What follows belongs to an exercise in optimizing a design on an open flow for small area, a short achievable clock period and few clock cycles; a production flow would make more cautious choices.
Only simulation tests tie the RTL to the original design; equivalence was not proved.

==> run C: inputs <==
// ntt_core
module ntt_core (
    input  logic        clk,
    input  logic        reset,
    input  logic        cmd_valid,
    output logic        cmd_ready,
    input  logic [1:0]  cmd,
    input  logic        in_valid,
    output logic        in_ready,
    input  logic [12:0] in_data,
    output logic        out_valid,
    input  logic        out_ready,
    output logic [12:0] out_data,
    output logic        busy
);
    localparam logic [13:0] Q = 14'd7681;
    function automatic logic [27:0] ks27(input logic [26:0] a, input logic [26:0] b,
                                         input logic cin);
        logic [26:0] g, p, gg, pp, gn, pn;
        logic [27:0] r;
        g = a & b;
        p = a ^ b;
        gg = g;
        pp = p;
        gg[0] = g[0] | (p[0] & cin);
        for (int d = 1; d < 27; d = d * 2) begin
            gn = gg;
            pn = pp;
            for (int i = d; i < 27; i++) begin
                gn[i] = gg[i] | (pp[i] & gg[i-d]);
                pn[i] = pp[i] & pp[i-d];
            end
            gg = gn;
            pp = pn;
        end
        r[0] = p[0] ^ cin;
        for (int i = 1; i < 27; i++) r[i] = p[i] ^ gg[i-1];
        r[27] = gg[26];
        ks27 = r;
    endfunction
    function automatic logic [53:0] csa27(input logic [26:0] x, input logic [26:0] y,
                                          input logic [26:0] z);
        logic [26:0] sm, cy;
        sm = x ^ y ^ z;
        cy = (x & y) | (x & z) | (y & z);
        csa27 = {sm, cy[25:0], 1'b0};
    endfunction
    function automatic logic [12:0] mod_add(input logic [12:0] a, input logic [12:0] b);
        logic [27:0] s, t;
        logic [53:0] c;
        s = ks27({14'd0, a}, {14'd0, b}, 1'b0);
        c = csa27({14'd0, a}, {14'd0, b}, 27'd8703);   
        t = ks27({12'd0, c[41:27]}, {12'd0, c[14:0]}, 1'b0);
        mod_add = t[14] ? t[12:0] : s[12:0];
    endfunction
    function automatic logic [12:0] mod_sub(input logic [12:0] a, input logic [12:0] b);
        logic [27:0] d, t;
        logic [53:0] c;
        d = ks27({14'd0, a}, {13'd0, ~{1'b0, b}}, 1'b1);         
        c = csa27({14'd0, a}, {13'd0, ~{1'b0, b}}, 27'd7682);   
        t = ks27({13'd0, c[40:27]}, {13'd0, c[13:0]}, 1'b0);
  ...
make LEC_CHECK=0 ABC_CLOCK_PERIOD_IN_PS=3500 CAP_MARGIN=20 CORE_MARGIN=2 CORE_UTILIZATION=35 SLEW_MARGIN=20 finish   # period 12.0 ns
run.sh (not shown) runs the stock make flow with config.mk's settings and CLKGATE_MAP_FILE= SYNTH_SCRIPT=/design/flow/synth_recipe.tcl, a recipe that flattens the netlist after the stock synthesis.
==> inputs of run K, as changes to run C <==
--- a/flow/design.v
+++ b/flow/design.v
@@ -90,28 +90,27 @@
     endfunction
     localparam logic [1:0] S_IDLE = 2'd0;
     localparam logic [1:0] S_LTW  = 2'd1;
     localparam logic [1:0] S_LD   = 2'd2;
     localparam logic [1:0] S_POST = 2'd3;
     localparam logic [5:0] ST_OUT = 6'd32;   
     localparam logic [5:0] ST_END = 6'd48;   
-    logic [1:0] state, state_n;
-    logic [5:0] st, st_n;
-    logic       run_ok, run_ok_n;   
-    logic [2:0] root, root_n;       
-    logic       ov;                 
-    logic       o1v, o2v;           
-    logic       rdy, bsy, inr;      
+    logic [1:0] state;
+    logic [5:0] st;
+    logic       run_ok;    
+    logic [2:0] root;      
+    logic       ov;        
+    logic       o1v;       
     logic cmd_fire, in_fire, ostall, oissue;
-    assign cmd_ready = rdy;
-    assign busy      = bsy;
-    assign in_ready  = inr;
+    assign cmd_ready = (state == S_IDLE) || (state == S_POST && !run_ok);
+    assign busy      = !cmd_ready;
+    assign in_ready  = (state == S_LTW) || (state == S_LD);
     assign out_valid = ov;
-    assign cmd_fire  = cmd_valid && rdy;
-    assign in_fire   = in_valid && inr;
+    assign cmd_fire  = cmd_valid && cmd_ready;
+    assign in_fire   = in_valid && in_ready;
     assign ostall    = ov && !out_ready;
     assign oissue    = (state == S_POST) && run_ok && !ostall &&
                        (st >= ST_OUT) && (st < ST_END);
     logic [2:0] root_dec;
     always_comb begin
         case (in_data)
             13'd527:  root_dec = 3'd0;
@@ -120,76 +119,59 @@
             13'd1728: root_dec = 3'd3;
             13'd5953: root_dec = 3'd4;
             13'd6832: root_dec = 3'd5;
             13'd7098: root_dec = 3'd6;
             default:  root_dec = 3'd7;
         endcase
     end
-    always_comb begin
-        state_n  = state;
-        st_n     = st;
-        run_ok_n = run_ok;
-        root_n   = root;
-        case (state)
-            S_IDLE: begin
-                st_n     = '0;
-                run_ok_n = 1'b0;
-                if (cmd_fire) begin
-                    case (cmd)
-                        2'd0:    state_n = S_LTW;
-                        2'd1:    state_n = S_LD;
-                        default: state_n = S_IDLE;
-                    endcase
-                end
-            end
-            S_LTW: begin
-                if (in_fire) begin
-                    st_n = st + 6'd1;
-                    if (st == 6'd1) root_n = root_dec;
-                    if (st == 6'd7) state_n = S_IDLE;
-                end
-            end
-            S_LD: begin
-                if (in_fire) begin
-                    st_n = st + 6'd1;
-                    if (st == 6'd15) state_n = S_POST;
-                end
-            end
-            default: begin   
-                if (cmd_fire && cmd == 2'd2) run_ok_n = 1'b1;
-                if (st < ST_OUT || oissue) st_n = st + 6'd1;
-                if (st == ST_END && !o1v && !o2v && ov && out_ready) state_n = S_IDLE;
-            end
-        endcase
-    end
     always_ff @(posedge clk or posedge reset) begin
         if (reset) begin
             state  <= S_IDLE;
             st     <= '0;
             run_ok <= 1'b0;
             root   <= '0;
             ov     <= 1'b0;
             o1v    <= 1'b0;
-            o2v    <= 1'b0;
-            rdy    <= 1'b1;
-            bsy    <= 1'b0;
-            inr    <= 1'b0;
         end else begin
-            state  <= state_n;
-            st     <= st_n;
-            run_ok <= run_ok_n;
-            root   <= root_n;
             if (!ostall) begin
-                ov  <= o2v;
-                o2v <= o1v;
+                ov  <= o1v;
                 o1v <= oissue;
             end
-            rdy <= (state_n == S_IDLE) || (state_n == S_POST && !run_ok_n);
-            bsy <= !((state_n == S_IDLE) || (state_n == S_POST && !run_ok_n));
-            inr <= (state_n == S_LTW) || (state_n == S_LD);
+            case (state)
+                S_IDLE: begin
+                    st     <= '0;
+                    run_ok <= 1'b0;
+                    if (cmd_fire) begin
+                        case (cmd)
+                            2'd0:    state <= S_LTW;
+                            2'd1:    state <= S_LD;
+                            default: state <= S_IDLE;
+                        endcase
+                    end
+                end
+                S_LTW: begin
+                    if (in_fire) begin
+                        st <= st + 6'd1;
+                        if (st == 6'd1) root <= root_dec;
+                        if (st == 6'd7) state <= S_IDLE;
+                    end
+                end
+                S_LD: begin
+                    if (in_fire) begin
+                        st <= st + 6'd1;
+                        if (st == 6'd15) state <= S_POST;
+                    end
+                end
+                S_POST: begin
+                    if (cmd_fire && cmd == 2'd2) run_ok <= 1'b1;
+                    if (st < ST_OUT || oissue) st <= st + 6'd1;
+                    if (st == ST_END && !o1v && ov && out_ready) state <= S_IDLE;
+                end
+                default: state <= S_IDLE;
+            endcase
         end
     end
     logic       op_v, op_ld, op_in, op_bf;
     logic [3:0] op_a, op_b;
     logic [2:0] op_e;
     always_comb begin
         op_v  = 1'b0;
@@ -234,80 +216,39 @@
             endcase
         end else begin
             op_a = bitrev4(st[3:0]) & 4'b1110;
             op_b = bitrev4(st[3:0]) | 4'b0001;
         end
     end
     logic [12:0] rf [16];
-    logic       pa;
-    logic [2:0] x0, x1;
-    logic [12:0] rd0, rd1;
-    assign pa  = ^op_a;
-    assign x0  = pa ? op_b[3:1] : op_a[3:1];
-    assign x1  = pa ? op_a[3:1] : op_b[3:1];
-    always_comb begin
-        case (x0)
-            3'd0: rd0 = rf[0];
-            3'd1: rd0 = rf[3];
-            3'd2: rd0 = rf[5];
-            3'd3: rd0 = rf[6];
-            3'd4: rd0 = rf[9];
-            3'd5: rd0 = rf[10];
-            3'd6: rd0 = rf[12];
-            default: rd0 = rf[15];
-        endcase
-        case (x1)
-            3'd0: rd1 = rf[1];
-            3'd1: rd1 = rf[2];
-            3'd2: rd1 = rf[4];
-            3'd3: rd1 = rf[7];
-            3'd4: rd1 = rf[8];
-            3'd5: rd1 = rf[11];
-            3'd6: rd1 = rf[13];
-            default: rd1 = rf[14];
-        endcase
-    end
     logic [12:0] e1_u, e1_v;
     logic        e1_ld, e1_bf, e1_neg;
     logic [3:0]  e1_a, e1_b;
     logic [2:0]  e1_e;
     always_ff @(posedge clk) begin
         if (!ostall) begin
-            e1_u   <= op_ld ? 13'd0 : (pa ? rd1 : rd0);
-            e1_v   <= op_in ? in_data : (pa ? rd0 : rd1);
+            e1_u   <= op_ld ? 13'd0 : rf[op_a];
+            e1_v   <= op_in ? in_data : rf[op_b];
             e1_ld  <= op_v && op_ld;
             e1_bf  <= op_v && op_bf;
             e1_a   <= op_a;
             e1_b   <= op_b;
             e1_e   <= op_e;
             e1_neg <= st[3];   
         end
     end
     logic [12:0] e2_s, e2_d;
     assign e2_s = mod_add(e1_u, e1_v);
     assign e2_d = mod_sub(e1_u, e1_v);
-    logic [12:0] s_r, d_r;
-    logic        s_we, s_neg;
-    logic [3:0]  s_a;
-    always_ff @(posedge clk) begin
-        if (!ostall) begin
-            s_r   <= e2_s;
-            d_r   <= e2_d;
-            s_we  <= e1_ld || e1_bf;
-            s_a   <= e1_a;
-            s_neg <= e1_neg;
-        end
-    end
     logic [12:0] oreg;
     always_ff @(posedge clk) begin
-        if (!ostall) oreg <= s_neg ? d_r : s_r;
+        if (!ostall) oreg <= e1_neg ? e2_d : e2_s;
     end
     assign out_data = oreg;
     logic [12:0] m_d, m_w;
-    assign m_d = d_r;
     logic [25:0] m_s, m_c;
     logic [18:0] m_t1;
     logic [14:0] m_t2;
     logic        m_v [4];
     logic [3:0]  m_b [4];
     logic [26:0] pp [13];
     for (genvar i = 0; i < 13; i++) begin : g_pp
@@ -339,14 +280,15 @@
     logic [53:0] j1a, j2a;
     logic [27:0] k_t2;
     assign j1a = csa27({12'd0, m_t1[8:0], 4'd0}, {12'd0, ~{6'd0, m_t1[8:0]}},
                        {12'd0, ~{5'd0, m_t1[18:9]}});
     assign j2a = csa27(j1a[53:27], j1a[26:0], 27'd7683);
     assign k_t2 = ks27({12'd0, j2a[41:27]}, {12'd0, j2a[14:0]}, 1'b0);
     always_ff @(posedge clk) begin
+        m_d  <= e2_d;
         m_w  <= tw_rom(root, e1_e);
         m_s  <= l5[52:27];
         m_c  <= l5[25:0];
         m_t1 <= k_t1[18:0];
         m_t2 <= k_t2[14:0];
         m_v[0] <= e1_bf;
         m_b[0] <= e1_b;
@@ -357,16 +299,16 @@
     end
     logic [27:0] m_tm;
     logic [12:0] m_res;
     assign m_tm  = ks27({12'd0, m_t2}, 27'd25087, 1'b0);   
     assign m_res = m_tm[15] ? m_tm[12:0] : m_t2[12:0];
     always_ff @(posedge clk) begin
         for (int k = 0; k < 16; k++) begin
-            if (s_we && s_a == 4'(k)) begin
-                rf[k] <= s_r;
+            if ((e1_ld || e1_bf) && !ostall && e1_a == 4'(k)) begin
+                rf[k] <= e2_s;
             end else if (m_v[3] && m_b[3] == 4'(k)) begin
                 rf[k] <= m_res;
             end
         end
     end
 endmodule
 `default_nettype wire
==> flow/config.mk (replaced) <==
export PLATFORM = sky130hd
export DESIGN_NAME = ntt_core
export DESIGN_NICKNAME = ntt_core
export VERILOG_FILES = /design/flow/design.v
export SDC_FILE = /design/flow/constraint.sdc
export NUM_CORES = 4
export LEC_CHECK = 0
export CAP_MARGIN = 20
export CORE_MARGIN = 2
export CORE_UTILIZATION = 40
export SLEW_MARGIN = 20
==> inputs of run F, as changes to run C <==
--- a/flow/design.v
+++ b/flow/design.v
@@ -96,25 +96,27 @@
     localparam logic [5:0] ST_END = 6'd48;   
     logic [1:0] state, state_n;
     logic [5:0] st, st_n;
     logic       run_ok, run_ok_n;   
     logic [2:0] root, root_n;       
     logic       ov;                 
     logic       o1v, o2v;           
+    logic [3:0] o1t, o2t;           
+    logic [4:0] want;               
     logic       rdy, bsy, inr;      
-    logic cmd_fire, in_fire, ostall, oissue;
+    logic cmd_fire, in_fire, oissue, oload, orewind;
     assign cmd_ready = rdy;
     assign busy      = bsy;
     assign in_ready  = inr;
     assign out_valid = ov;
     assign cmd_fire  = cmd_valid && rdy;
     assign in_fire   = in_valid && inr;
-    assign ostall    = ov && !out_ready;
-    assign oissue    = (state == S_POST) && run_ok && !ostall &&
-                       (st >= ST_OUT) && (st < ST_END);
+    assign oissue    = (state == S_POST) && run_ok && (st >= ST_OUT) && (st < ST_END);
+    assign oload     = o2v && (o2t == want[3:0]) && !want[4] && (!ov || out_ready);
+    assign orewind   = o2v && (o2t == want[3:0]) && !want[4] && !oload;
     logic [2:0] root_dec;
     always_comb begin
         case (in_data)
             13'd527:  root_dec = 3'd0;
             13'd583:  root_dec = 3'd1;
             13'd849:  root_dec = 3'd2;
             13'd1728: root_dec = 3'd3;
@@ -152,41 +154,46 @@
                 if (in_fire) begin
                     st_n = st + 6'd1;
                     if (st == 6'd15) state_n = S_POST;
                 end
             end
             default: begin   
                 if (cmd_fire && cmd == 2'd2) run_ok_n = 1'b1;
-                if (st < ST_OUT || oissue) st_n = st + 6'd1;
-                if (st == ST_END && !o1v && !o2v && ov && out_ready) state_n = S_IDLE;
+                if (orewind) st_n = {2'b10, want[3:0]};
+                else if (st < ST_OUT || oissue) st_n = st + 6'd1;
+                if (want[4] && ov && out_ready) state_n = S_IDLE;
             end
         endcase
     end
     always_ff @(posedge clk or posedge reset) begin
         if (reset) begin
             state  <= S_IDLE;
             st     <= '0;
             run_ok <= 1'b0;
             root   <= '0;
             ov     <= 1'b0;
             o1v    <= 1'b0;
             o2v    <= 1'b0;
+            want   <= '0;
             rdy    <= 1'b1;
             bsy    <= 1'b0;
             inr    <= 1'b0;
         end else begin
             state  <= state_n;
             st     <= st_n;
             run_ok <= run_ok_n;
             root   <= root_n;
-            if (!ostall) begin
-                ov  <= o2v;
-                o2v <= o1v;
-                o1v <= oissue;
-            end
+            o1v <= oissue;
+            o1t <= st[3:0];
+            o2v <= o1v;
+            o2t <= o1t;
+            if (oload) ov <= 1'b1;
+            else if (out_ready) ov <= 1'b0;
+            if (state != S_POST) want <= '0;
+            else if (oload) want <= want + 5'd1;
             rdy <= (state_n == S_IDLE) || (state_n == S_POST && !run_ok_n);
             bsy <= !((state_n == S_IDLE) || (state_n == S_POST && !run_ok_n));
             inr <= (state_n == S_LTW) || (state_n == S_LD);
         end
     end
     logic       op_v, op_ld, op_in, op_bf;
     logic [3:0] op_a, op_b;
@@ -267,15 +274,15 @@
         endcase
     end
     logic [12:0] e1_u, e1_v;
     logic        e1_ld, e1_bf, e1_neg;
     logic [3:0]  e1_a, e1_b;
     logic [2:0]  e1_e;
     always_ff @(posedge clk) begin
-        if (!ostall) begin
+        begin
             e1_u   <= op_ld ? 13'd0 : (pa ? rd1 : rd0);
             e1_v   <= op_in ? in_data : (pa ? rd0 : rd1);
             e1_ld  <= op_v && op_ld;
             e1_bf  <= op_v && op_bf;
             e1_a   <= op_a;
             e1_b   <= op_b;
             e1_e   <= op_e;
@@ -285,34 +292,34 @@
     logic [12:0] e2_s, e2_d;
     assign e2_s = mod_add(e1_u, e1_v);
     assign e2_d = mod_sub(e1_u, e1_v);
     logic [12:0] s_r, d_r;
     logic        s_we, s_neg;
     logic [3:0]  s_a;
     always_ff @(posedge clk) begin
-        if (!ostall) begin
+        begin
             s_r   <= e2_s;
             d_r   <= e2_d;
             s_we  <= e1_ld || e1_bf;
             s_a   <= e1_a;
             s_neg <= e1_neg;
         end
     end
     logic [12:0] oreg;
     always_ff @(posedge clk) begin
-        if (!ostall) oreg <= s_neg ? d_r : s_r;
+        if (oload) oreg <= s_neg ? d_r : s_r;
     end
     assign out_data = oreg;
     logic [12:0] m_d, m_w;
     assign m_d = d_r;
-    logic [25:0] m_s, m_c;
-    logic [18:0] m_t1;
+    logic [25:0] m_s, m_c, m_p;
+    logic [16:0] m_t1;
     logic [14:0] m_t2;
-    logic        m_v [4];
-    logic [3:0]  m_b [4];
+    logic        m_v [5];
+    logic [3:0]  m_b [5];
     logic [26:0] pp [13];
     for (genvar i = 0; i < 13; i++) begin : g_pp
         assign pp[i] = 27'({14'd0, m_d & {13{m_w[i]}}} << i);
     end
     logic [53:0] l1a, l1b, l1c, l1d, l2a, l2b, l2c, l3a, l3b, l4a, l5;
     assign l1a = csa27(pp[0], pp[1], pp[2]);
     assign l1b = csa27(pp[3], pp[4], pp[5]);
@@ -321,52 +328,50 @@
     assign l2a = csa27(l1a[53:27], l1a[26:0], l1b[53:27]);
     assign l2b = csa27(l1b[26:0], l1c[53:27], l1c[26:0]);
     assign l2c = csa27(l1d[53:27], l1d[26:0], pp[12]);
     assign l3a = csa27(l2a[53:27], l2a[26:0], l2b[53:27]);
     assign l3b = csa27(l2b[26:0], l2c[53:27], l2c[26:0]);
     assign l4a = csa27(l3a[53:27], l3a[26:0], l3b[53:27]);
     assign l5  = csa27(l4a[53:27], l4a[26:0], l3b[26:0]);
-    logic [53:0] k1a, k1b, k2a, k2b, k3a, k4a;
+    logic [27:0] k_p;
+    logic [53:0] k1a, k2a;
     logic [27:0] k_t1;
-    assign k1a = csa27({14'd0, m_s[8:0], 4'd0}, {14'd0, m_c[8:0], 4'd0},
-                       {8'd0, ~{10'd0, m_s[8:0]}});
-    assign k1b = csa27({8'd0, ~{10'd0, m_c[8:0]}}, {8'd0, ~{2'd0, m_s[25:9]}},
-                       {8'd0, ~{2'd0, m_c[25:9]}});
-    assign k2a = csa27(k1a[53:27], k1a[26:0], k1b[53:27]);
-    assign k2b = csa27(k1b[26:0], 27'd268839, 27'd0);
-    assign k3a = csa27(k2a[53:27], k2a[26:0], k2b[53:27]);
-    assign k4a = csa27(k3a[53:27], k3a[26:0], k2b[26:0]);
-    assign k_t1 = ks27({8'd0, k4a[45:27]}, {8'd0, k4a[18:0]}, 1'b0);
+    assign k_p = ks27({1'b0, m_s}, {1'b0, m_c}, 1'b0);
+    assign k1a = csa27({14'd0, m_p[8:0], 4'd0}, {10'd0, ~{8'd0, m_p[8:0]}},
+                       {10'd0, ~m_p[25:9]});
+    assign k2a = csa27(k1a[53:27], k1a[26:0], 27'd122898);
+    assign k_t1 = ks27({10'd0, k2a[43:27]}, {10'd0, k2a[16:0]}, 1'b0);
     logic [53:0] j1a, j2a;
     logic [27:0] k_t2;
     assign j1a = csa27({12'd0, m_t1[8:0], 4'd0}, {12'd0, ~{6'd0, m_t1[8:0]}},
-                       {12'd0, ~{5'd0, m_t1[18:9]}});
+                       {12'd0, ~{7'd0, m_t1[16:9]}});
     assign j2a = csa27(j1a[53:27], j1a[26:0], 27'd7683);
     assign k_t2 = ks27({12'd0, j2a[41:27]}, {12'd0, j2a[14:0]}, 1'b0);
     always_ff @(posedge clk) begin
         m_w  <= tw_rom(root, e1_e);
         m_s  <= l5[52:27];
         m_c  <= l5[25:0];
-        m_t1 <= k_t1[18:0];
+        m_p  <= k_p[25:0];
+        m_t1 <= k_t1[16:0];
         m_t2 <= k_t2[14:0];
         m_v[0] <= e1_bf;
         m_b[0] <= e1_b;
-        for (int i = 1; i < 4; i++) begin
+        for (int i = 1; i < 5; i++) begin
             m_v[i] <= m_v[i-1];
             m_b[i] <= m_b[i-1];
         end
     end
     logic [27:0] m_tm;
     logic [12:0] m_res;
     assign m_tm  = ks27({12'd0, m_t2}, 27'd25087, 1'b0);   
     assign m_res = m_tm[15] ? m_tm[12:0] : m_t2[12:0];
     always_ff @(posedge clk) begin
         for (int k = 0; k < 16; k++) begin
             if (s_we && s_a == 4'(k)) begin
                 rf[k] <= s_r;
-            end else if (m_v[3] && m_b[3] == 4'(k)) begin
+            end else if (m_v[4] && m_b[4] == 4'(k)) begin
                 rf[k] <= m_res;
             end
         end
     end
 endmodule
 `default_nettype wire
==> flow/config.mk (replaced) <==
export PLATFORM = sky130hd
export DESIGN_NAME = ntt_core
export DESIGN_NICKNAME = ntt_core
export VERILOG_FILES = /design/flow/design.v
export SDC_FILE = /design/flow/constraint.sdc
export NUM_CORES = 4
export LEC_CHECK = 0
export CAP_MARGIN = 20
export CORE_MARGIN = 2
export CORE_UTILIZATION = 35
export SLEW_MARGIN = 20
==> impl_metrics.env <==
export IMPL_fmax_ghz=0.214
export IMPL_reg2reg_from="e1_u[5]"
export IMPL_status="complete, no violations"
export IMPL_dpl_hpwl_um=69000
export IMPL_worst_slew_pin_slew_ns=1.18
export IMPL_cpPeakStageDelay_ns=0.93
export IMPL_arrival_ns=4.92
export IMPL_worst_slack_ns=7.32
-- figures above: run K

==> impl_metrics.env <==
export IMPL_dpl_hpwl_um=56700
export IMPL_cpPeakStageDelay_ns=0.55
export IMPL_status="complete, no violations"
export IMPL_reg2reg_from="m_s[15]"
-- figures above: run C

==> impl_metrics.env <==
export IMPL_arrival_ns=4.60
export IMPL_dpl_hpwl_um=57200
export IMPL_worst_slack_ns=7.88
export IMPL_worst_slew_pin_slew_ns=1.24
export IMPL_fmax_ghz=0.243
export IMPL_status="complete, no violations"
-- figures above: run F

Testbench counts of run C, summed over its fixed seeds: cycles 9,984.
Testbench counts of run K, summed over its fixed seeds: cycles 9,792.
Testbench counts of run F, summed over its fixed seeds: cycles 9,984.

-- re-timing with driven ports --
The flow's constraints put no driver on any port. The routed layouts listed below were extracted and timed again, unchanged, in two steps.
Step 1 assumes that a clkbuf_16 drives the clock port and a buf_2 every other input.
Step 2 also shifts input and output timing later by t, the mid clock arrival at the registers, as if the neighbouring blocks saw the same clock.
a / b / c = no drivers / after step 1 / after step 2; a / b = the first two.
| run | shift t [ns] | slack for setup (ns) | worst setup path at the end | worst slew at a driven data input, ns |
|---|---|---|---|---|
| run C | 0.657 | 7.771 / 7.771 / 7.245 | input to register | 0.12 |
| run K | 0.666 | 7.321 / 7.321 / 7.000 | input to register | 0.05 |
| run F | 0.658 | 7.881 / 7.861 / 7.421 | input to register | 0.03 |
After both steps every run listed still meets setup and hold. For run C, which loses most, drivers alone change the setup slack by 0.000 ns; drivers and shift together by -0.526 ns.
